Context: an optimization exercise on an open-source flow, tuned for small area and a short achievable clock period. The choices shown serve that exercise and are no tape-out recipe. RTL that was checked went through simulation tests only; none was proved equivalent to the original. No functional check of the RTL was part of run 2. No driver is modelled on the clock port, so clocking that relies on it looks cheaper here than on a real chip.

==> flow/design.v (outline; a module is shown in full before it is edited, if it fits) <==
// module mac_top: 1537 lines
module mac_top #(
   parameter int A_WIDTH = 18,
   parameter int B_WIDTH = 18,
   parameter int P_WIDTH = 48
) (
   input  logic                      clk,
   input  logic                      rst_n,
   input  logic signed [A_WIDTH-1:0] data_a,
   input  logic signed [B_WIDTH-1:0] data_b,
   input  mac_pkg::mac_op_e          op,
   input  logic                      activate_mac,
   output logic signed [P_WIDTH-1:0] data_p,
   output logic                      p_valid
);
  // ...
==> flow/flow/run.sh <==
#!/bin/bash
# The standard layout, with two changes in how it is made:
# - Yosys's synth runs without its early ABC pass (-noabc), so the full
#   adders it extracts keep their polarity (no inverters between them);
# - the port buffers are the smallest buffer (buf_1) instead of the
#   default clkdlybuf4s50_1; every port is still buffered.
export SYNTH_ARGS="-noabc"
export BUFFER_PORTS_ARGS="-buffer_cell sky130_fd_sc_hd__buf_1"
bash standard.sh > standard.log 2>&1
==> flow/standard.sh <==
#!/bin/bash
# synth_recipe.tcl (not shown) runs the flow's synth.tcl, then flattens the netlist and writes it again
# the make line also repeats each setting of config.mk as NAME=value (left out here)
make -C /OpenROAD-flow-scripts/flow DESIGN_CONFIG=/design/flow/config.mk WORK_HOME=/design/flow/orfs CLKGATE_MAP_FILE= SYNTH_SCRIPT=/design/flow/synth_recipe.tcl "${@:-finish}"
==> flow/config.mk <==
export PLATFORM = sky130hd
export DESIGN_NAME = mac_top
export DESIGN_NICKNAME = mac_top
export VERILOG_FILES = /design/flow/design.v
export SDC_FILE = /design/flow/constraint.sdc
export NUM_CORES = 4
export LEC_CHECK = 0
export ABC_AREA = 1
export CAP_MARGIN = 20
export CORE_MARGIN = 2
export CORE_UTILIZATION = 40
export SETUP_SLACK_MARGIN = 5
export SLEW_MARGIN = 20
==> flow/constraint.sdc <==
create_clock -name core_clock -period 10.0 [get_ports {clk}]
set_input_delay 2.0000 -clock core_clock [delete_from_list [all_inputs] [get_ports {clk}]]
set_output_delay 2.0000 -clock core_clock [all_outputs]
set_load 0.01 [all_outputs]
==> PnR_summary.wiki, run 1 <==
{| class="wikitable"
! Metric !! Value
|-
| Xor/xnor share of the synthesized area || around 16%
|-
| All-layer global routing usage || 23.5%
|-
| Number of signal-net inverters in the final layout || 152
|-
| Number of warnings printed during yosys synthesis || 1
|-
| Layout overhead on the synthesized area || 27.9%
|-
| Most common cell in the netlist || sky130_fd_sc_hd__xor2_1
|-
| Clk_skew || 0.0176 ns
|-
| Sequential fraction of total cell area || 16.6%
|-
| Result of the run || timing/DRC/antenna clean
|-
| Cell taking the most area after synthesis || sky130_fd_sc_hd__fa_1
|-
| Shortest clock period the worst path allows after layout || approximately 5.2 ns
|-
| Layer with the highest usage after global routing || met2
|-
| Sequential cell count || 97
|-
| Min-Delay Endpoint || pv_q$_DFF_PN0_
|-
| Cell area after layout || around 14,000 um2
|-
| Largest register FFs || 48
|-
| Biggest cell delay along the critical path || roughly 0.56 ns
|-
| Largest net degree at the start of global routing || 70
|-
| Commonest cells in the synthesized netlist || sky130_fd_sc_hd__xor2_1, sky130_fd_sc_hd__fa_1, sky130_fd_sc_hd__o22ai_1
|-
| Number of antenna violations at the first check in global routing || 0
|-
| Core occupancy in the finished layout || 52.3%
|-
| Average footprint of a synthesized cell || 9.93 um2
|-
| H-tree levels || 3
|-
| Buffer levels on the longest clock path || 2
|}
==> inputs of run 2 (changes only) <==
--- a/flow/design.v
+++ b/flow/design.v
@@ -58,27 +58,28 @@
    end
    always_ff @(posedge clk or negedge rst_n) begin
       if (!rst_n) begin
          act_q <= 1'b0;
          v_q   <= 1'b0;
          pv_q  <= 1'b0;
          one_q <= '0;
          two_q <= '0;
+         neg_q <= '0;
       end else begin
          act_q <= activate_mac;
          v_q   <= req;
          pv_q  <= v_q;
          one_q <= one_d;
          two_q <= two_d;
+         neg_q <= neg_d;
       end
    end
    always_ff @(posedge clk) begin
       a_q   <= data_a;
-      neg_q <= neg_d;
       kp_q  <= kp_d;
    end
    assign pg = p_q & {48{kp_q}};
    logic pp1;
    logic pp2;
    logic pp3;
    logic pp4;
    logic pp5;
@@ -814,40 +815,40 @@
    assign s180 = pg[3] ^ pp4 ^ pp21;
    assign c181 = (pg[3] & pp4) | (pg[3] & pp21) | (pp4 & pp21);
    assign s182 = c177 ^ s180 ^ c179;
    assign c183 = (c177 & s180) | (c177 & c179) | (s180 & c179);
    assign s184 = neg_q[2] ^ pg[4] ^ pp5;
    assign c185 = (neg_q[2] & pg[4]) | (neg_q[2] & pp5) | (pg[4] & pp5);
    assign s186 = pp22 ^ pp39 ^ c181;
    assign c187 = (pp22 & pp39) | (pp22 & c181) | (pp39 & c181);
-   assign s188 = s184 ^ s186;
-   assign c189 = s184 & s186;
+   assign s188 = s184 ^ s186 ^ c183;
+   assign c189 = (s184 & s186) | (s184 & c183) | (s186 & c183);
    assign s190 = pg[5] ^ pp6 ^ pp23;
    assign c191 = (pg[5] & pp6) | (pg[5] & pp23) | (pp6 & pp23);
    assign s192 = pp40 ^ c185 ^ s190;
    assign c193 = (pp40 & c185) | (pp40 & s190) | (c185 & s190);
-   assign s194 = c187 ^ s192 ^ c189;
-   assign c195 = (c187 & s192) | (c187 & c189) | (s192 & c189);
+   assign s194 = c187 ^ s192;
+   assign c195 = c187 & s192;
    assign s196 = neg_q[3] ^ pg[6] ^ pp7;
    assign c197 = (neg_q[3] & pg[6]) | (neg_q[3] & pp7) | (pg[6] & pp7);
    assign s198 = pp24 ^ pp41 ^ pp58;
    assign c199 = (pp24 & pp41) | (pp24 & pp58) | (pp41 & pp58);
    assign s200 = c191 ^ s196 ^ s198;
    assign c201 = (c191 & s196) | (c191 & s198) | (s196 & s198);
    assign s202 = c193 ^ s200 ^ c195;
    assign c203 = (c193 & s200) | (c193 & c195) | (s200 & c195);
    assign s204 = pg[7] ^ pp8 ^ pp25;
    assign c205 = (pg[7] & pp8) | (pg[7] & pp25) | (pp8 & pp25);
    assign s206 = pp42 ^ pp59 ^ c197;
    assign c207 = (pp42 & pp59) | (pp42 & c197) | (pp59 & c197);
    assign s208 = c199 ^ s204 ^ c201;
    assign c209 = (c199 & s204) | (c199 & c201) | (s204 & c201);
-   assign s210 = s206 ^ s208;
-   assign c211 = s206 & s208;
+   assign s210 = s206 ^ s208 ^ c203;
+   assign c211 = (s206 & s208) | (s206 & c203) | (s208 & c203);
    assign s212 = neg_q[4] ^ pg[8] ^ pp9;
    assign c213 = (neg_q[4] & pg[8]) | (neg_q[4] & pp9) | (pg[8] & pp9);
    assign s214 = pp26 ^ pp43 ^ pp60;
    assign c215 = (pp26 & pp43) | (pp26 & pp60) | (pp43 & pp60);
    assign s216 = pp77 ^ c205 ^ s212;
    assign c217 = (pp77 & c205) | (pp77 & s212) | (c205 & s212);
    assign s218 = s214 ^ c207 ^ s216;
    assign c219 = (s214 & c207) | (s214 & s216) | (c207 & s216);
@@ -856,18 +857,18 @@
    assign s222 = pg[9] ^ pp10 ^ pp27;
    assign c223 = (pg[9] & pp10) | (pg[9] & pp27) | (pp10 & pp27);
    assign s224 = pp44 ^ pp61 ^ pp78;
    assign c225 = (pp44 & pp61) | (pp44 & pp78) | (pp61 & pp78);
    assign s226 = c213 ^ c215 ^ s222;
    assign c227 = (c213 & c215) | (c213 & s222) | (c215 & s222);
    assign s228 = s224 ^ c217 ^ s226;
    assign c229 = (s224 & c217) | (s224 & s226) | (c217 & s226);
-   assign s230 = c219 ^ s228;
-   assign c231 = c219 & s228;
+   assign s230 = c219 ^ s228 ^ c221;
+   assign c231 = (c219 & s228) | (c219 & c221) | (s228 & c221);
    assign s232 = neg_q[5] ^ pg[10] ^ pp11;
    assign c233 = (neg_q[5] & pg[10]) | (neg_q[5] & pp11) | (pg[10] & pp11);
    assign s234 = pp28 ^ pp45 ^ pp62;
    assign c235 = (pp28 & pp45) | (pp28 & pp62) | (pp45 & pp62);
    assign s236 = pp79 ^ pp96 ^ c223;
    assign c237 = (pp79 & pp96) | (pp79 & c223) | (pp96 & c223);
    assign s238 = c225 ^ s232 ^ s234;
    assign c239 = (c225 & s232) | (c225 & s234) | (s232 & s234);
@@ -880,18 +881,18 @@
    assign s246 = pp46 ^ pp63 ^ pp80;
    assign c247 = (pp46 & pp63) | (pp46 & pp80) | (pp63 & pp80);
    assign s248 = pp97 ^ c233 ^ c235;
    assign c249 = (pp97 & c233) | (pp97 & c235) | (c233 & c235);
    assign s250 = s244 ^ s246 ^ c237;
    assign c251 = (s244 & s246) | (s244 & c237) | (s246 & c237);
    assign s252 = c239 ^ s248 ^ s250;
    assign c253 = (c239 & s248) | (c239 & s250) | (s248 & s250);
-   assign s254 = c241 ^ c243;
-   assign c255 = c241 & c243;
+   assign s254 = c241 ^ c243 ^ s252;
+   assign c255 = (c241 & c243) | (c241 & s252) | (c243 & s252);
    assign s256 = neg_q[6] ^ pg[12] ^ pp13;
    assign c257 = (neg_q[6] & pg[12]) | (neg_q[6] & pp13) | (pg[12] & pp13);
    assign s258 = pp30 ^ pp47 ^ pp64;
    assign c259 = (pp30 & pp47) | (pp30 & pp64) | (pp47 & pp64);
    assign s260 = pp81 ^ pp98 ^ pp115;
    assign c261 = (pp81 & pp98) | (pp81 & pp115) | (pp98 & pp115);
    assign s262 = c245 ^ c247 ^ s256;
    assign c263 = (c245 & c247) | (c245 & s256) | (c247 & s256);
@@ -976,18 +977,18 @@
    assign s342 = c321 ^ s334 ^ s336;
    assign c343 = (c321 & s334) | (c321 & s336) | (s334 & s336);
    assign s344 = s338 ^ c323 ^ c325;
    assign c345 = (s338 & c323) | (s338 & c325) | (c323 & c325);
    assign s346 = s340 ^ s342 ^ c327;
    assign c347 = (s340 & s342) | (s340 & c327) | (s342 & c327);
    assign s348 = c329 ^ s344 ^ s346;
    assign c349 = (c329 & s344) | (c329 & s346) | (s344 & s346);
-   assign s350 = c331 ^ s348;
-   assign c351 = c331 & s348;
+   assign s350 = c331 ^ c333;
+   assign c351 = c331 & c333;
    assign s352 = 1'b1 ^ pg[18] ^ pp19;
    assign c353 = (1'b1 & pg[18]) | (1'b1 & pp19) | (pg[18] & pp19);
    assign s354 = pp36 ^ pp53 ^ pp70;
    assign c355 = (pp36 & pp53) | (pp36 & pp70) | (pp53 & pp70);
    assign s356 = pp87 ^ pp104 ^ pp121;
    assign c357 = (pp87 & pp104) | (pp87 & pp121) | (pp104 & pp121);
    assign s358 = pp138 ^ pp155 ^ c335;
    assign c359 = (pp138 & pp155) | (pp138 & c335) | (pp155 & c335);
@@ -1132,423 +1133,413 @@
    assign s498 = s494 ^ c489 ^ s496;
    assign c499 = (s494 & c489) | (s494 & s496) | (c489 & s496);
    assign s500 = 1'b1 ^ pg[29] ^ pp132;
    assign c501 = (1'b1 & pg[29]) | (1'b1 & pp132) | (pg[29] & pp132);
    assign s502 = pp149 ^ pp166 ^ c493;
    assign c503 = (pp149 & pp166) | (pp149 & c493) | (pp166 & c493);
    assign s504 = s500 ^ c495 ^ s502;
    assign c505 = (s500 & c495) | (s500 & s502) | (c495 & s502);
-   assign s506 = c497 ^ s504;
-   assign c507 = c497 & s504;
+   assign s506 = c497 ^ s504 ^ c499;
+   assign c507 = (c497 & s504) | (c497 & c499) | (s504 & c499);
    assign s508 = pg[30] ^ pp133 ^ pp150;
    assign c509 = (pg[30] & pp133) | (pg[30] & pp150) | (pp133 & pp150);
    assign s510 = pp167 ^ c501 ^ s508;
    assign c511 = (pp167 & c501) | (pp167 & s508) | (c501 & s508);
    assign s512 = c503 ^ s510 ^ c505;
    assign c513 = (c503 & s510) | (c503 & c505) | (s510 & c505);
    assign s514 = 1'b1 ^ pg[31] ^ pp151;
    assign c515 = (1'b1 & pg[31]) | (1'b1 & pp151) | (pg[31] & pp151);
    assign s516 = pp168 ^ c509 ^ s514;
    assign c517 = (pp168 & c509) | (pp168 & s514) | (c509 & s514);
-   assign s518 = c511 ^ s516;
-   assign c519 = c511 & s516;
+   assign s518 = c511 ^ s516 ^ c513;
+   assign c519 = (c511 & s516) | (c511 & c513) | (s516 & c513);
    assign s520 = pg[32] ^ pp152 ^ pp169;
    assign c521 = (pg[32] & pp152) | (pg[32] & pp169) | (pp152 & pp169);
    assign s522 = c515 ^ s520 ^ c517;
    assign c523 = (c515 & s520) | (c515 & c517) | (s520 & c517);
    assign s524 = 1'b1 ^ pg[33] ^ pp170;
    assign c525 = (1'b1 & pg[33]) | (1'b1 & pp170) | (pg[33] & pp170);
    assign s526 = c521 ^ s524 ^ c523;
    assign c527 = (c521 & s524) | (c521 & c523) | (s524 & c523);
    assign s528 = pg[34] ^ pp171 ^ c525;
    assign c529 = (pg[34] & pp171) | (pg[34] & c525) | (pp171 & c525);
    assign s530 = 1'b1 ^ pg[35] ^ c529;
    assign c531 = (1'b1 & pg[35]) | (1'b1 & c529) | (pg[35] & c529);
    assign s532 = 1'b1 ^ pg[36] ^ c531;
    assign c533 = (1'b1 & pg[36]) | (1'b1 & c531) | (pg[36] & c531);
-   assign s534 = 1'b1 ^ pg[37];
-   assign c535 = 1'b1 & pg[37];
-   assign s536 = 1'b1 ^ pg[38] ^ c535;
-   assign c537 = (1'b1 & pg[38]) | (1'b1 & c535) | (pg[38] & c535);
+   assign s534 = 1'b1 ^ pg[37] ^ c533;
+   assign c535 = (1'b1 & pg[37]) | (1'b1 & c533) | (pg[37] & c533);
+   assign s536 = 1'b1 ^ pg[38];
+   assign c537 = 1'b1 & pg[38];
    assign s538 = 1'b1 ^ pg[39] ^ c537;
    assign c539 = (1'b1 & pg[39]) | (1'b1 & c537) | (pg[39] & c537);
    assign s540 = 1'b1 ^ pg[40] ^ c539;
    assign c541 = (1'b1 & pg[40]) | (1'b1 & c539) | (pg[40] & c539);
    assign s542 = 1'b1 ^ pg[41] ^ c541;
    assign c543 = (1'b1 & pg[41]) | (1'b1 & c541) | (pg[41] & c541);
    assign s544 = 1'b1 ^ pg[42] ^ c543;
    assign c545 = (1'b1 & pg[42]) | (1'b1 & c543) | (pg[42] & c543);
-   assign s546 = 1'b1 ^ pg[43];
-   assign c547 = 1'b1 & pg[43];
-   assign s548 = 1'b1 ^ pg[44] ^ c547;
-   assign c549 = (1'b1 & pg[44]) | (1'b1 & c547) | (pg[44] & c547);
+   assign s546 = 1'b1 ^ pg[43] ^ c545;
+   assign c547 = (1'b1 & pg[43]) | (1'b1 & c545) | (pg[43] & c545);
+   assign s548 = 1'b1 ^ pg[44];
+   assign c549 = 1'b1 & pg[44];
    assign s550 = 1'b1 ^ pg[45] ^ c549;
    assign c551 = (1'b1 & pg[45]) | (1'b1 & c549) | (pg[45] & c549);
    assign s552 = 1'b1 ^ pg[46] ^ c551;
    assign c553 = (1'b1 & pg[46]) | (1'b1 & c551) | (pg[46] & c551);
    assign s554 = 1'b1 ^ pg[47] ^ c553;
    assign c555 = (1'b1 & pg[47]) | (1'b1 & c553) | (pg[47] & c553);
-   assign rx = {s554, s552, s550, s548, c545, s544, s542, s540, s538, s536, c533, s532, s530, c527, s526, c519, c513, c507, c499, c491, c481, c471, c459, c447, c433, c419, c403, c387, c369, c351, c333, c315, c299, c283, c269, c255, s252, c231, c221, c211, c203, s202, s194, c183, s182, s178, s174, s172};
-   assign ry = {1'b0, 1'b0, 1'b0, 1'b0, s546, 1'b0, 1'b0, 1'b0, 1'b0, 1'b0, s534, 1'b0, 1'b0, s528, 1'b0, s522, s518, s512, s506, s498, s490, s480, s470, s458, s446, s432, s418, s402, s386, s368, s350, s332, s314, s298, s282, s268, s254, s242, s230, s220, s210, 1'b0, 1'b0, s188, 1'b0, 1'b0, 1'b0, 1'b0};
+   assign rx = {s554, s552, s550, c547, s546, s544, s542, s540, s538, c535, s534, s532, s530, c527, s526, c519, s518, c507, s506, c491, c481, c471, c459, c447, c433, c419, c403, c387, c369, c351, s348, c315, c299, c283, c269, c255, s254, c231, s230, c211, s210, s202, c189, s188, s182, s178, s174, s172};
+   assign ry = {1'b0, 1'b0, 1'b0, s548, 1'b0, 1'b0, 1'b0, 1'b0, 1'b0, s536, 1'b0, 1'b0, 1'b0, s528, 1'b0, s522, 1'b0, s512, 1'b0, s498, s490, s480, s470, s458, s446, s432, s418, s402, s386, s368, s350, s332, s314, s298, s282, s268, 1'b0, s242, 1'b0, s220, 1'b0, 1'b0, s194, 1'b0, 1'b0, 1'b0, 1'b0, 1'b0};
    logic [47:0] g0, p0;
    assign g0 = rx & ry;
    assign p0 = rx ^ ry;
    logic gg1;
    assign gg1 = g0[1] | (p0[1] & g0[0]);
-   logic kp1;
-   assign kp1 = p0[1] & p0[0];
    logic gg2;
-   assign gg2 = g0[3] | (p0[3] & g0[2]);
-   logic kp2;
-   assign kp2 = p0[3] & p0[2];
+   assign gg2 = g0[2] | (p0[2] & gg1);
    logic gg3;
-   assign gg3 = g0[5] | (p0[5] & g0[4]);
-   logic kp3;
-   assign kp3 = p0[5] & p0[4];
+   assign gg3 = g0[3] | (p0[3] & gg2);
    logic gg4;
-   assign gg4 = g0[7] | (p0[7] & g0[6]);
-   logic kp4;
-   assign kp4 = p0[7] & p0[6];
+   assign gg4 = g0[4] | (p0[4] & gg3);
    logic gg5;
-   assign gg5 = g0[9] | (p0[9] & g0[8]);
-   logic kp5;
-   assign kp5 = p0[9] & p0[8];
+   assign gg5 = g0[5] | (p0[5] & gg4);
    logic gg6;
-   assign gg6 = g0[11] | (p0[11] & g0[10]);
-   logic kp6;
-   assign kp6 = p0[11] & p0[10];
+   assign gg6 = g0[6] | (p0[6] & gg5);
    logic gg7;
-   assign gg7 = g0[13] | (p0[13] & g0[12]);
-   logic kp7;
-   assign kp7 = p0[13] & p0[12];
+   assign gg7 = g0[7] | (p0[7] & gg6);
    logic gg8;
-   assign gg8 = g0[15] | (p0[15] & g0[14]);
-   logic kp8;
-   assign kp8 = p0[15] & p0[14];
+   assign gg8 = g0[8] | (p0[8] & gg7);
    logic gg9;
-   assign gg9 = g0[17] | (p0[17] & g0[16]);
+   assign gg9 = g0[10] | (p0[10] & g0[9]);
    logic kp9;
-   assign kp9 = p0[17] & p0[16];
+   assign kp9 = p0[10] & p0[9];
    logic gg10;
-   assign gg10 = g0[19] | (p0[19] & g0[18]);
+   assign gg10 = g0[12] | (p0[12] & g0[11]);
    logic kp10;
-   assign kp10 = p0[19] & p0[18];
+   assign kp10 = p0[12] & p0[11];
    logic gg11;
-   assign gg11 = g0[21] | (p0[21] & g0[20]);
+   assign gg11 = g0[14] | (p0[14] & g0[13]);
    logic kp11;
-   assign kp11 = p0[21] & p0[20];
+   assign kp11 = p0[14] & p0[13];
    logic gg12;
-   assign gg12 = g0[23] | (p0[23] & g0[22]);
+   assign gg12 = g0[16] | (p0[16] & g0[15]);
    logic kp12;
-   assign kp12 = p0[23] & p0[22];
+   assign kp12 = p0[16] & p0[15];
    logic gg13;
-   assign gg13 = g0[25] | (p0[25] & g0[24]);
+   assign gg13 = g0[18] | (p0[18] & g0[17]);
    logic kp13;
-   assign kp13 = p0[25] & p0[24];
+   assign kp13 = p0[18] & p0[17];
    logic gg14;
-   assign gg14 = g0[27] | (p0[27] & g0[26]);
+   assign gg14 = g0[20] | (p0[20] & g0[19]);
    logic kp14;
-   assign kp14 = p0[27] & p0[26];
+   assign kp14 = p0[20] & p0[19];
    logic gg15;
-   assign gg15 = g0[29] | (p0[29] & g0[28]);
+   assign gg15 = g0[22] | (p0[22] & g0[21]);
    logic kp15;
-   assign kp15 = p0[29] & p0[28];
+   assign kp15 = p0[22] & p0[21];
    logic gg16;
-   assign gg16 = g0[31] | (p0[31] & g0[30]);
+   assign gg16 = g0[24] | (p0[24] & g0[23]);
    logic kp16;
-   assign kp16 = p0[31] & p0[30];
+   assign kp16 = p0[24] & p0[23];
    logic gg17;
-   assign gg17 = g0[33] | (p0[33] & g0[32]);
+   assign gg17 = g0[26] | (p0[26] & g0[25]);
    logic kp17;
-   assign kp17 = p0[33] & p0[32];
+   assign kp17 = p0[26] & p0[25];
    logic gg18;
-   assign gg18 = g0[35] | (p0[35] & g0[34]);
+   assign gg18 = g0[28] | (p0[28] & g0[27]);
    logic kp18;
-   assign kp18 = p0[35] & p0[34];
+   assign kp18 = p0[28] & p0[27];
    logic gg19;
-   assign gg19 = g0[37] | (p0[37] & g0[36]);
+   assign gg19 = g0[30] | (p0[30] & g0[29]);
    logic kp19;
-   assign kp19 = p0[37] & p0[36];
+   assign kp19 = p0[30] & p0[29];
    logic gg20;
-   assign gg20 = g0[39] | (p0[39] & g0[38]);
+   assign gg20 = g0[32] | (p0[32] & g0[31]);
    logic kp20;
-   assign kp20 = p0[39] & p0[38];
+   assign kp20 = p0[32] & p0[31];
    logic gg21;
-   assign gg21 = g0[41] | (p0[41] & g0[40]);
+   assign gg21 = g0[34] | (p0[34] & g0[33]);
    logic kp21;
-   assign kp21 = p0[41] & p0[40];
+   assign kp21 = p0[34] & p0[33];
    logic gg22;
-   assign gg22 = g0[43] | (p0[43] & g0[42]);
+   assign gg22 = g0[36] | (p0[36] & g0[35]);
    logic kp22;
-   assign kp22 = p0[43] & p0[42];
+   assign kp22 = p0[36] & p0[35];
    logic gg23;
-   assign gg23 = g0[45] | (p0[45] & g0[44]);
+   assign gg23 = g0[38] | (p0[38] & g0[37]);
    logic kp23;
-   assign kp23 = p0[45] & p0[44];
+   assign kp23 = p0[38] & p0[37];
    logic gg24;
-   assign gg24 = g0[47] | (p0[47] & g0[46]);
+   assign gg24 = g0[40] | (p0[40] & g0[39]);
    logic kp24;
-   assign kp24 = p0[47] & p0[46];
+   assign kp24 = p0[40] & p0[39];
    logic gg25;
-   assign gg25 = gg2 | (kp2 & gg1);
+   assign gg25 = g0[42] | (p0[42] & g0[41]);
    logic kp25;
-   assign kp25 = kp2 & kp1;
+   assign kp25 = p0[42] & p0[41];
    logic gg26;
-   assign gg26 = gg4 | (kp4 & gg3);
+   assign gg26 = g0[44] | (p0[44] & g0[43]);
    logic kp26;
-   assign kp26 = kp4 & kp3;
+   assign kp26 = p0[44] & p0[43];
    logic gg27;
-   assign gg27 = gg6 | (kp6 & gg5);
+   assign gg27 = g0[46] | (p0[46] & g0[45]);
    logic kp27;
-   assign kp27 = kp6 & kp5;
+   assign kp27 = p0[46] & p0[45];
    logic gg28;
-   assign gg28 = gg8 | (kp8 & gg7);
-   logic kp28;
-   assign kp28 = kp8 & kp7;
+   assign gg28 = g0[9] | (p0[9] & gg8);
    logic gg29;
-   assign gg29 = gg10 | (kp10 & gg9);
-   logic kp29;
-   assign kp29 = kp10 & kp9;
+   assign gg29 = gg9 | (kp9 & gg8);
    logic gg30;
-   assign gg30 = gg12 | (kp12 & gg11);
+   assign gg30 = g0[13] | (p0[13] & gg10);
    logic kp30;
-   assign kp30 = kp12 & kp11;
+   assign kp30 = p0[13] & kp10;
    logic gg31;
-   assign gg31 = gg14 | (kp14 & gg13);
+   assign gg31 = gg11 | (kp11 & gg10);
    logic kp31;
-   assign kp31 = kp14 & kp13;
+   assign kp31 = kp11 & kp10;
    logic gg32;
-   assign gg32 = gg16 | (kp16 & gg15);
+   assign gg32 = g0[17] | (p0[17] & gg12);
    logic kp32;
-   assign kp32 = kp16 & kp15;
+   assign kp32 = p0[17] & kp12;
    logic gg33;
-   assign gg33 = gg18 | (kp18 & gg17);
+   assign gg33 = gg13 | (kp13 & gg12);
    logic kp33;
-   assign kp33 = kp18 & kp17;
+   assign kp33 = kp13 & kp12;
    logic gg34;
-   assign gg34 = gg20 | (kp20 & gg19);
+   assign gg34 = g0[21] | (p0[21] & gg14);
    logic kp34;
-   assign kp34 = kp20 & kp19;
+   assign kp34 = p0[21] & kp14;
    logic gg35;
-   assign gg35 = gg22 | (kp22 & gg21);
+   assign gg35 = gg15 | (kp15 & gg14);
    logic kp35;
-   assign kp35 = kp22 & kp21;
+   assign kp35 = kp15 & kp14;
    logic gg36;
-   assign gg36 = gg24 | (kp24 & gg23);
+   assign gg36 = g0[25] | (p0[25] & gg16);
    logic kp36;
-   assign kp36 = kp24 & kp23;
+   assign kp36 = p0[25] & kp16;
    logic gg37;
-   assign gg37 = gg26 | (kp26 & gg25);
+   assign gg37 = gg17 | (kp17 & gg16);
    logic kp37;
-   assign kp37 = kp26 & kp25;
+   assign kp37 = kp17 & kp16;
    logic gg38;
-   assign gg38 = gg28 | (kp28 & gg27);
+   assign gg38 = g0[29] | (p0[29] & gg18);
    logic kp38;
-   assign kp38 = kp28 & kp27;
+   assign kp38 = p0[29] & kp18;
    logic gg39;
-   assign gg39 = gg30 | (kp30 & gg29);
+   assign gg39 = gg19 | (kp19 & gg18);
    logic kp39;
-   assign kp39 = kp30 & kp29;
+   assign kp39 = kp19 & kp18;
    logic gg40;
-   assign gg40 = gg32 | (kp32 & gg31);
+   assign gg40 = g0[33] | (p0[33] & gg20);
    logic kp40;
-   assign kp40 = kp32 & kp31;
+   assign kp40 = p0[33] & kp20;
    logic gg41;
-   assign gg41 = gg34 | (kp34 & gg33);
+   assign gg41 = gg21 | (kp21 & gg20);
    logic kp41;
-   assign kp41 = kp34 & kp33;
+   assign kp41 = kp21 & kp20;
    logic gg42;
-   assign gg42 = gg36 | (kp36 & gg35);
+   assign gg42 = g0[37] | (p0[37] & gg22);
    logic kp42;
-   assign kp42 = kp36 & kp35;
+   assign kp42 = p0[37] & kp22;
    logic gg43;
-   assign gg43 = gg38 | (kp38 & gg37);
+   assign gg43 = gg23 | (kp23 & gg22);
    logic kp43;
-   assign kp43 = kp38 & kp37;
+   assign kp43 = kp23 & kp22;
    logic gg44;
-   assign gg44 = gg40 | (kp40 & gg39);
+   assign gg44 = g0[41] | (p0[41] & gg24);
    logic kp44;
-   assign kp44 = kp40 & kp39;
+   assign kp44 = p0[41] & kp24;
    logic gg45;
-   assign gg45 = gg42 | (kp42 & gg41);
+   assign gg45 = gg25 | (kp25 & gg24);
    logic kp45;
-   assign kp45 = kp42 & kp41;
+   assign kp45 = kp25 & kp24;
    logic gg46;
-   assign gg46 = gg44 | (kp44 & gg43);
+   assign gg46 = g0[45] | (p0[45] & gg26);
    logic kp46;
-   assign kp46 = kp44 & kp43;
+   assign kp46 = p0[45] & kp26;
    logic gg47;
-   assign gg47 = gg45 | (kp45 & gg46);
+   assign gg47 = gg27 | (kp27 & gg26);
    logic kp47;
-   assign kp47 = kp45 & kp46;
+   assign kp47 = kp27 & kp26;
    logic gg48;
-   assign gg48 = gg39 | (kp39 & gg43);
-   logic kp48;
-   assign kp48 = kp39 & kp43;
+   assign gg48 = g0[11] | (p0[11] & gg29);
    logic gg49;
-   assign gg49 = gg41 | (kp41 & gg46);
-   logic kp49;
-   assign kp49 = kp41 & kp46;
+   assign gg49 = gg10 | (kp10 & gg29);
    logic gg50;
-   assign gg50 = gg27 | (kp27 & gg37);
-   logic kp50;
-   assign kp50 = kp27 & kp37;
+   assign gg50 = gg30 | (kp30 & gg29);
    logic gg51;
-   assign gg51 = gg29 | (kp29 & gg43);
-   logic kp51;
-   assign kp51 = kp29 & kp43;
+   assign gg51 = gg31 | (kp31 & gg29);
    logic gg52;
-   assign gg52 = gg31 | (kp31 & gg48);
+   assign gg52 = g0[19] | (p0[19] & gg33);
    logic kp52;
-   assign kp52 = kp31 & kp48;
+   assign kp52 = p0[19] & kp33;
    logic gg53;
-   assign gg53 = gg33 | (kp33 & gg46);
+   assign gg53 = gg14 | (kp14 & gg33);
    logic kp53;
-   assign kp53 = kp33 & kp46;
+   assign kp53 = kp14 & kp33;
    logic gg54;
-   assign gg54 = gg35 | (kp35 & gg49);
+   assign gg54 = gg34 | (kp34 & gg33);
    logic kp54;
-   assign kp54 = kp35 & kp49;
+   assign kp54 = kp34 & kp33;
    logic gg55;
-   assign gg55 = gg3 | (kp3 & gg25);
+   assign gg55 = gg35 | (kp35 & gg33);
    logic kp55;
-   assign kp55 = kp3 & kp25;
+   assign kp55 = kp35 & kp33;
    logic gg56;
-   assign gg56 = gg5 | (kp5 & gg37);
+   assign gg56 = g0[27] | (p0[27] & gg37);
    logic kp56;
-   assign kp56 = kp5 & kp37;
+   assign kp56 = p0[27] & kp37;
    logic gg57;
-   assign gg57 = gg7 | (kp7 & gg50);
+   assign gg57 = gg18 | (kp18 & gg37);
    logic kp57;
-   assign kp57 = kp7 & kp50;
+   assign kp57 = kp18 & kp37;
    logic gg58;
-   assign gg58 = gg9 | (kp9 & gg43);
+   assign gg58 = gg38 | (kp38 & gg37);
    logic kp58;
-   assign kp58 = kp9 & kp43;
+   assign kp58 = kp38 & kp37;
    logic gg59;
-   assign gg59 = gg11 | (kp11 & gg51);
+   assign gg59 = gg39 | (kp39 & gg37);
    logic kp59;
-   assign kp59 = kp11 & kp51;
+   assign kp59 = kp39 & kp37;
    logic gg60;
-   assign gg60 = gg13 | (kp13 & gg48);
+   assign gg60 = g0[35] | (p0[35] & gg41);
    logic kp60;
-   assign kp60 = kp13 & kp48;
+   assign kp60 = p0[35] & kp41;
    logic gg61;
-   assign gg61 = gg15 | (kp15 & gg52);
+   assign gg61 = gg22 | (kp22 & gg41);
    logic kp61;
-   assign kp61 = kp15 & kp52;
+   assign kp61 = kp22 & kp41;
    logic gg62;
-   assign gg62 = gg17 | (kp17 & gg46);
+   assign gg62 = gg42 | (kp42 & gg41);
    logic kp62;
-   assign kp62 = kp17 & kp46;
+   assign kp62 = kp42 & kp41;
    logic gg63;
-   assign gg63 = gg19 | (kp19 & gg53);
+   assign gg63 = gg43 | (kp43 & gg41);
    logic kp63;
-   assign kp63 = kp19 & kp53;
+   assign kp63 = kp43 & kp41;
    logic gg64;
-   assign gg64 = gg21 | (kp21 & gg49);
+   assign gg64 = g0[43] | (p0[43] & gg45);
    logic kp64;
-   assign kp64 = kp21 & kp49;
+   assign kp64 = p0[43] & kp45;
    logic gg65;
-   assign gg65 = gg23 | (kp23 & gg54);
+   assign gg65 = gg26 | (kp26 & gg45);
    logic kp65;
-   assign kp65 = kp23 & kp54;
+   assign kp65 = kp26 & kp45;
    logic gg66;
-   assign gg66 = g0[2] | (p0[2] & gg1);
+   assign gg66 = gg46 | (kp46 & gg45);
    logic kp66;
-   assign kp66 = p0[2] & kp1;
+   assign kp66 = kp46 & kp45;
    logic gg67;
-   assign gg67 = g0[4] | (p0[4] & gg25);
+   assign gg67 = gg47 | (kp47 & gg45);
    logic kp67;
-   assign kp67 = p0[4] & kp25;
+   assign kp67 = kp47 & kp45;
    logic gg68;
-   assign gg68 = g0[6] | (p0[6] & gg55);
-   logic kp68;
-   assign kp68 = p0[6] & kp55;
+   assign gg68 = g0[15] | (p0[15] & gg51);
    logic gg69;
-   assign gg69 = g0[8] | (p0[8] & gg37);
-   logic kp69;
-   assign kp69 = p0[8] & kp37;
+   assign gg69 = gg12 | (kp12 & gg51);
    logic gg70;
-   assign gg70 = g0[10] | (p0[10] & gg56);
-   logic kp70;
-   assign kp70 = p0[10] & kp56;
+   assign gg70 = gg32 | (kp32 & gg51);
    logic gg71;
-   assign gg71 = g0[12] | (p0[12] & gg50);
-   logic kp71;
-   assign kp71 = p0[12] & kp50;
+   assign gg71 = gg33 | (kp33 & gg51);
    logic gg72;
-   assign gg72 = g0[14] | (p0[14] & gg57);
-   logic kp72;
-   assign kp72 = p0[14] & kp57;
+   assign gg72 = gg52 | (kp52 & gg51);
    logic gg73;
-   assign gg73 = g0[16] | (p0[16] & gg43);
-   logic kp73;
-   assign kp73 = p0[16] & kp43;
+   assign gg73 = gg53 | (kp53 & gg51);
    logic gg74;
-   assign gg74 = g0[18] | (p0[18] & gg58);
-   logic kp74;
-   assign kp74 = p0[18] & kp58;
+   assign gg74 = gg54 | (kp54 & gg51);
    logic gg75;
-   assign gg75 = g0[20] | (p0[20] & gg51);
-   logic kp75;
-   assign kp75 = p0[20] & kp51;
+   assign gg75 = gg55 | (kp55 & gg51);
    logic gg76;
-   assign gg76 = g0[22] | (p0[22] & gg59);
+   assign gg76 = g0[31] | (p0[31] & gg59);
    logic kp76;
-   assign kp76 = p0[22] & kp59;
+   assign kp76 = p0[31] & kp59;
    logic gg77;
-   assign gg77 = g0[24] | (p0[24] & gg48);
+   assign gg77 = gg20 | (kp20 & gg59);
    logic kp77;
-   assign kp77 = p0[24] & kp48;
+   assign kp77 = kp20 & kp59;
    logic gg78;
-   assign gg78 = g0[26] | (p0[26] & gg60);
+   assign gg78 = gg40 | (kp40 & gg59);
    logic kp78;
-   assign kp78 = p0[26] & kp60;
+   assign kp78 = kp40 & kp59;
    logic gg79;
-   assign gg79 = g0[28] | (p0[28] & gg52);
+   assign gg79 = gg41 | (kp41 & gg59);
    logic kp79;
-   assign kp79 = p0[28] & kp52;
+   assign kp79 = kp41 & kp59;
    logic gg80;
-   assign gg80 = g0[30] | (p0[30] & gg61);
+   assign gg80 = gg60 | (kp60 & gg59);
    logic kp80;
-   assign kp80 = p0[30] & kp61;
+   assign kp80 = kp60 & kp59;
    logic gg81;
-   assign gg81 = g0[32] | (p0[32] & gg46);
+   assign gg81 = gg61 | (kp61 & gg59);
    logic kp81;
-   assign kp81 = p0[32] & kp46;
+   assign kp81 = kp61 & kp59;
    logic gg82;
-   assign gg82 = g0[34] | (p0[34] & gg62);
+   assign gg82 = gg62 | (kp62 & gg59);
    logic kp82;
-   assign kp82 = p0[34] & kp62;
+   assign kp82 = kp62 & kp59;
    logic gg83;
-   assign gg83 = g0[36] | (p0[36] & gg53);
+   assign gg83 = gg63 | (kp63 & gg59);
    logic kp83;
-   assign kp83 = p0[36] & kp53;
+   assign kp83 = kp63 & kp59;
    logic gg84;
-   assign gg84 = g0[38] | (p0[38] & gg63);
+   assign gg84 = g0[47] | (p0[47] & gg67);
    logic kp84;
-   assign kp84 = p0[38] & kp63;
+   assign kp84 = p0[47] & kp67;
    logic gg85;
-   assign gg85 = g0[40] | (p0[40] & gg49);
-   logic kp85;
-   assign kp85 = p0[40] & kp49;
+   assign gg85 = g0[23] | (p0[23] & gg75);
    logic gg86;
-   assign gg86 = g0[42] | (p0[42] & gg64);
-   logic kp86;
-   assign kp86 = p0[42] & kp64;
+   assign gg86 = gg16 | (kp16 & gg75);
    logic gg87;
-   assign gg87 = g0[44] | (p0[44] & gg54);
-   logic kp87;
-   assign kp87 = p0[44] & kp54;
+   assign gg87 = gg36 | (kp36 & gg75);
    logic gg88;
-   assign gg88 = g0[46] | (p0[46] & gg65);
-   logic kp88;
-   assign kp88 = p0[46] & kp65;
-   assign p_next = p0 ^ {gg88, gg65, gg87, gg54, gg86, gg64, gg85, gg49, gg84, gg63, gg83, gg53, gg82, gg62, gg81, gg46, gg80, gg61, gg79, gg52, gg78, gg60, gg77, gg48, gg76, gg59, gg75, gg51, gg74, gg58, gg73, gg43, gg72, gg57, gg71, gg50, gg70, gg56, gg69, gg37, gg68, gg55, gg67, gg25, gg66, gg1, g0[0], 1'b0};
+   assign gg88 = gg37 | (kp37 & gg75);
+   logic gg89;
+   assign gg89 = gg56 | (kp56 & gg75);
+   logic gg90;
+   assign gg90 = gg57 | (kp57 & gg75);
+   logic gg91;
+   assign gg91 = gg58 | (kp58 & gg75);
+   logic gg92;
+   assign gg92 = gg59 | (kp59 & gg75);
+   logic gg93;
+   assign gg93 = gg76 | (kp76 & gg75);
+   logic gg94;
+   assign gg94 = gg77 | (kp77 & gg75);
+   logic gg95;
+   assign gg95 = gg78 | (kp78 & gg75);
+   logic gg96;
+   assign gg96 = gg79 | (kp79 & gg75);
+   logic gg97;
+   assign gg97 = gg80 | (kp80 & gg75);
+   logic gg98;
+   assign gg98 = gg81 | (kp81 & gg75);
+   logic gg99;
+   assign gg99 = gg82 | (kp82 & gg75);
+   logic gg100;
+   assign gg100 = gg83 | (kp83 & gg75);
+   logic gg101;
+   assign gg101 = g0[39] | (p0[39] & gg100);
+   logic gg102;
+   assign gg102 = gg24 | (kp24 & gg100);
+   logic gg103;
+   assign gg103 = gg44 | (kp44 & gg100);
+   logic gg104;
+   assign gg104 = gg45 | (kp45 & gg100);
+   logic gg105;
+   assign gg105 = gg64 | (kp64 & gg100);
+   logic gg106;
+   assign gg106 = gg65 | (kp65 & gg100);
+   logic gg107;
+   assign gg107 = gg66 | (kp66 & gg100);
+   logic gg108;
+   assign gg108 = gg67 | (kp67 & gg100);
+   logic gg109;
+   assign gg109 = gg84 | (kp84 & gg100);
+   assign p_next = p0 ^ {gg108, gg107, gg106, gg105, gg104, gg103, gg102, gg101, gg100, gg99, gg98, gg97, gg96, gg95, gg94, gg93, gg92, gg91, gg90, gg89, gg88, gg87, gg86, gg85, gg75, gg74, gg73, gg72, gg71, gg70, gg69, gg68, gg51, gg50, gg49, gg48, gg29, gg28, gg8, gg7, gg6, gg5, gg4, gg3, gg2, gg1, g0[0], 1'b0};
    always_ff @(posedge clk or negedge rst_n) begin
       if (!rst_n) p_q <= '0;
       else        p_q <= p_next;
    end
    assign data_p  = p_q;
    assign p_valid = pv_q;
 endmodule
==> flow/flow/run.sh (replaced) <==
#!/bin/bash
# The standard layout, with these changes in how it is made:
# - Yosys's synth runs without its early ABC pass (-noabc), so the full
#   adders it extracts keep their polarity (no inverters between them);
# - the port buffers are the smallest buffer (buf_1) instead of the
#   default clkdlybuf4s50_1; every port is still buffered;
# - after CTS, flow/pq_clock_delay.tcl puts delay chains in front of the
#   result register's clock (useful skew for the register-to-register
#   multiply-add paths);
# - only the setup repair after global routing, the first that sees that
#   skew, is given a setup margin (flow/grt_margin.tcl).
export SYNTH_ARGS="-noabc"
export BUFFER_PORTS_ARGS="-buffer_cell sky130_fd_sc_hd__buf_1"
export POST_CTS_TCL="$PWD/flow/pq_clock_delay.tcl"
export PQ_DLY_CELLS="sky130_fd_sc_hd__clkdlybuf4s50_1 sky130_fd_sc_hd__clkdlybuf4s50_1 sky130_fd_sc_hd__clkdlybuf4s50_1"
export PQ_SKIP_BITS=8
export PQ_BUF_CELL=sky130_fd_sc_hd__clkbuf_8
export PRE_GLOBAL_ROUTE_TCL="$PWD/flow/grt_margin.tcl"
bash standard.sh > standard.log 2>&1
==> flow/flow/grt_margin.tcl (new file) <==
# Pre-global-route hook: the setup repair after global routing aims at
# 5.35 ns of slack. It is the first repair that sees the
# result register's delayed clock, so it is the only one given a margin.
set ::env(SETUP_SLACK_MARGIN) 5.35
==> flow/flow/pq_clock_delay.tcl (new file) <==
# Post-CTS hook: the result register p_q gets its clock through a short
# delay chain below each clock-tree leaf that drives it, so its clock
# arrives later than the operand registers'. This is useful skew for the
# operand -> result paths (the long multiply-add paths); the result
# register's own feedback path sees about the same delay at both ends.
# The low bits (below PQ_SKIP_BITS) keep the undelayed clock.
# The later repair steps (global route) see and repair the new timing.
set block [ord::get_db_block]
set db [ord::get_db]
set chain {}
foreach c $::env(PQ_DLY_CELLS) { lappend chain [$db findMaster $c] }
lappend chain [$db findMaster $::env(PQ_BUF_CELL)]
set groups [dict create]
set n 0
foreach inst [$block getInsts] {
  if {[regexp {^p_q\\?\[([0-9]+)} [$inst getName]] && [string match sky130_fd_sc_hd__df* [[$inst getMaster] getName]]} {
    incr n
    regexp {^p_q\\?\[([0-9]+)} [$inst getName] -> bit
    # the low result bits have short paths and ample setup slack: no delay
    if {$bit < $::env(PQ_SKIP_BITS)} { continue }
    set net [[$inst findITerm CLK] getNet]
    dict lappend groups [$net getName] $inst
  }
}
if {$n != 48} { error "pq_clock_delay: expected 48 result flops, found $n" }
set g 0
dict for {netname flops} $groups {
  set net [$block findNet $netname]
  set sx 0; set sy 0
  foreach f $flops {
    set bb [$f getBBox]
    set sx [expr {$sx + [$bb xMin]}]; set sy [expr {$sy + [$bb yMin]}]
  }
  set cx [expr {int($sx / [llength $flops])}]
  set cy [expr {int($sy / [llength $flops])}]
  set prev $net
  set k 0
  foreach m $chain {
    set inst [odb::dbInst_create $block $m "pq_clkdly_${g}_$k"]
    set out [odb::dbNet_create $block "pq_clk_${g}_$k"]
    $out setSigType CLOCK
    [$inst findITerm A] connect $prev
    [$inst findITerm X] connect $out
    $inst setLocation $cx $cy
    $inst setPlacementStatus PLACED
    set prev $out
    incr k
  }
  foreach f $flops {
    set it [$f findITerm CLK]
    $it disconnect
    $it connect $prev
  }
  puts "pq_clock_delay: group $g under $netname: [llength $flops] flops"
  incr g
}
global_connect
detailed_placement
check_placement -verbose
estimate_parasitics -placement
report_clock_skew
==> flow/config.mk (replaced) <==
export PLATFORM = sky130hd
export DESIGN_NAME = mac_top
export DESIGN_NICKNAME = mac_top
export VERILOG_FILES = /design/flow/design.v
export SDC_FILE = /design/flow/constraint.sdc
export NUM_CORES = 4
export LEC_CHECK = 0
export ABC_AREA = 1
export CAP_MARGIN = 20
export CORE_MARGIN = 2
export CORE_UTILIZATION = 40
export CTS_BUF_LIST = sky130_fd_sc_hd__clkbuf_4 sky130_fd_sc_hd__clkbuf_8
export HOLD_SLACK_MARGIN = 0.1
export SLEW_MARGIN = 20
==> PnR_summary.wiki, run 2 <==
{| class="wikitable"
! Metric !! Value
|-
| Result of the run || timing/DRC/antenna clean
|-
| Worst hold-check slack || between 0.01 and 0.015 ns
|-
| Die extent in y || approximately 170 um
|-
| Final GP Congestion || approximately 0.88
|-
| Worst Max-Slew Pin Slew || ~1.0 ns
|-
| Number of buffers added on ports || slightly below 90
|-
| Path class of the lowest-slack min-delay path || reg2reg
|-
| WL/cell || 18.1 um
|-
| Via count of the routed design || approximately 8,600
|-
| Average footprint of a synthesized cell || 9.52 um2 (-4.2%)
|-
| Critical Path Fanout Max || 2
|-
| Post-CTS clock slew at the launch and capture registers of the worst setup and hold paths || roughly 0.06 ns
|-
| Number of ports placed on the die boundary || 90
|-
| Nets@finish || about 1,500
|-
| Library cell contributing the largest single delay on the critical path || sky130_fd_sc_hd__dfrtp_1
|-
| Layout overhead on the synthesized area || 13.9%
|-
| Fraction of final layout cells sized beyond drive strength 1 || between 7 and 8%
|-
| Total half-perimeter wirelength after legalization and detailed placement || between 20,000 and 25,000 um
|-
| Final-report max-slew violation count || 0
|-
| Clock tree from TritonCTS || built
|-
| Via count of the first global-routing pass || around 8,900
|-
| DR iter-0 viols || 637
|-
| Sort of element at the start of the critical path || register
|-
| Clk_skew || 1.69 ns (+1.67 ns)
|-
| Ratio of final minimum period to clock period || around 46%
|-
| Number of warnings printed during yosys synthesis || 1 (unchanged)
|-
| Antenna Cells || 0
|-
| Largest register FFs || 48 (unchanged)
|-
| Highest clock rate || approximately 0.22 GHz
|-
| Leading cell types in the layout, fill and taps excluded || sky130_fd_sc_hd__xor2_1, sky130_fd_sc_hd__o22ai_1, sky130_fd_sc_hd__nand2_1
|-
| Area share of the largest cell type after synthesis || approximately 29%
|-
| Length of the first detailed-routing pass in iterations || 7
|-
| Setup Total Neg Slack || 0 ns
|-
| Count of clock tree sinks || 97
|-
| Largest net degree at the start of global routing || 57 (-19%)
|-
| Total wirelength of the detailed-routed design || 29,800 um
|-
| Synth unique cells || 37
|-
| Final setup violation count || 0
|-
| Number of max-cap violations || 0
|-
| Site Rows || 61
|-
| Initial Utilization || around 40%
|-
| Kind of cell adding the most delay to the critical path || flip-flops
|-
| Synthesized netlist net count || between 1,000 and 1,500
|-
| First-pass GRT wire length || approximately 48,000 um
|-
| Kind of critical path || reg2out
|-
| Average vias per placed instance || approximately 5.2
|-
| Normalized max-slew margin || between 30% and 40%
|-
| Hold violation total from the final report || 0
|-
| Commonest cells in the synthesized netlist || sky130_fd_sc_hd__xor2_1, sky130_fd_sc_hd__fa_1, sky130_fd_sc_hd__o22ai_1
|-
| Setup repair after global routing missed its margin || true
|-
| Register with the most flip-flops || p_q
|-
| Final instance count without filler cells || 1,649
|-
| Sequential cell area fraction in the yosys report || a little over a fifth
|-
| All-layer global routing usage || 21.1% (-2.3 points)
|-
| Most common cell in the netlist || sky130_fd_sc_hd__xor2_1
|-
| Primary FF master, synth || sky130_fd_sc_hd__dfrtp_1
|-
| Area enclosed by the die boundary || slightly below 30,000 um2
|-
| WP data required || 8.00 ns
|-
| Crit-path cells || buf_6
|-
| Area of the mapped netlist || approximately 11,000 um2
|-
| Later-pin clock latency in the skew report || approximately 2 ns
|-
| Element type at the critical path end || output port
|-
| Post-Syn Instances || 1,170
|-
| Registers with the highest flip-flop counts || p_q: 48 flops, a_q: 18 flops
|-
| Filler Cell Count || around 2,700
|-
| Number of synthesized register bits || slightly below 100
|-
| Inst Count DP || about 1,600
|-
| Standard cell core area || 27,600 um2
|-
| Final antenna-violating net count || 0
|-
| Cell taking the most area after synthesis || sky130_fd_sc_hd__fa_1
|-
| Number of antenna violations at the first check in global routing || 0 (unchanged)
|-
| Buffering stage count on the worst path with inverters included || 1
|-
| Shortest clock period the worst path allows after layout || 4.59 ns (-0.623 ns)
|-
| CP arrival || about 2.6 ns
|-
| Synth top area cells || sky130_fd_sc_hd__fa_1, sky130_fd_sc_hd__dfrtp_1, sky130_fd_sc_hd__xor2_1
|-
| Share of flip-flops with an asynchronous set or reset || about 80%
|-
| Chip width || 171 um
|-
| Most common cell after layout, fill and taps aside || sky130_fd_sc_hd__xor2_1
|-
| EDFF count, synth || 0
|-
| Residual DRC || 0
|-
| Aggregate global routing overflow || 0
|-
| Biggest cell delay along the critical path || 0.41 ns (-0.15 ns)
|}
## run 2: cell count changes after synthesis, moves of 8 or more
cell                      delta
sky130_fd_sc_hd__dfrtp_1     +9
sky130_fd_sc_hd__nor2_1      +8
sky130_fd_sc_hd__ha_1       -14
sky130_fd_sc_hd__dfxtp_1     -9
sky130_fd_sc_hd__inv_1      +22
sky130_fd_sc_hd__nand2_1    +28
## run 2: through the flow
step / utilization, % / setup WS [ns] / cell area (um2)
5_1_grt: 45.9 / 5.33 / 12700
3_5_place_dp: 42.7 / 4.30 / 11800
2_1_floorplan: - / 4.77 / 11100
6_report: 45.9 / 5.41 / 12700
3_3_place_gp: 42.7 / 4.33 / 11800
## run 2: logic make-up after synthesis
family / after synthesis / share of synthesized area [%]
AO/OA/AOI/OAI: 200 / 11.3
buffers and inverters: 224 / 7.67
flip-flops: 97 / 20.9
AND/OR/NAND/NOR: 227 / 8.74
XOR/XNOR: 200 / 15.7
adder cells (fa/ha/maj): 222 / 35.7
## run 2: path summary, 6_finish.rpt
check	from	endpoint	slack, ns	cells past startpoint
worst max-delay path	p_q[20]$_DFF_PN0_	data_p[20]	5.41	1
max in group asynchronous	rst_n	one_q[5]$_DFF_PN0_	6.85	3
worst min register to register	a_q[13]$_DFF_P_	p_q[30]$_DFF_PN0_	0.01	8
worst max register to register	p_q[16]$_DFF_PN0_	p_q[39]$_DFF_PN0_	5.50	17
min in group asynchronous	rst_n	p_q[17]$_DFF_PN0_	0.46	2
worst min-delay path	a_q[13]$_DFF_P_	p_q[30]$_DFF_PN0_	0.01	8
## run 2: cell type report, without the clock buffers
class	count	area [um2]	area share [%]
plain buffers	24	263	2.07
clock inverters	7	113	0.888
inverters	164	616	4.85
multi-input cells	850	8130	64.1
flip-flops and latches	97	2330	18.4
well taps	378	473	3.73
repair buffers	120	632	4.98
## run 2: layer usage
layer | routed length, um | GRT usage (%) | share of wire (%)
met1 | 12900 | 28.3 | 43
met2 | 14500 | 35.1 | 49
met3 | 1650 | 3.22 | 5.5
met4 | 718 | 7.15 | 2.4
met5 | 0 | 0 | 0

-- afterwards: timing with drivers on the ports --
In the flow no input, the clock included, has a driving cell. The finished layouts below were timed again as built, in two steps. Step 1, drivers: a clkbuf_16 drives clk and a buf_2 each remaining input, both assumed. Step 2, shift: input delay + t, output delay - t, t = (earliest + latest rising clock arrival at the registers) / 2. This alone moves slack from input paths to output paths. Slacks: ideal ports / drivers / drivers and shift; pairs: ideal ports / drivers.
run | shift t [ns] | slack for setup (ns) | worst setup path after step 2 | latest minus earliest clock arrival (ns)
run 1 | 0.419 | 4.783 / 4.783 / 4.783 | register to register | 0.017 / 0.017
run 2 | 1.244 | 5.405 / 5.361 / 5.497 | register to register | 1.686 / 1.687
Clock arrivals are far apart in run 2, so t is only a midpoint there and step 2 fits no single register.
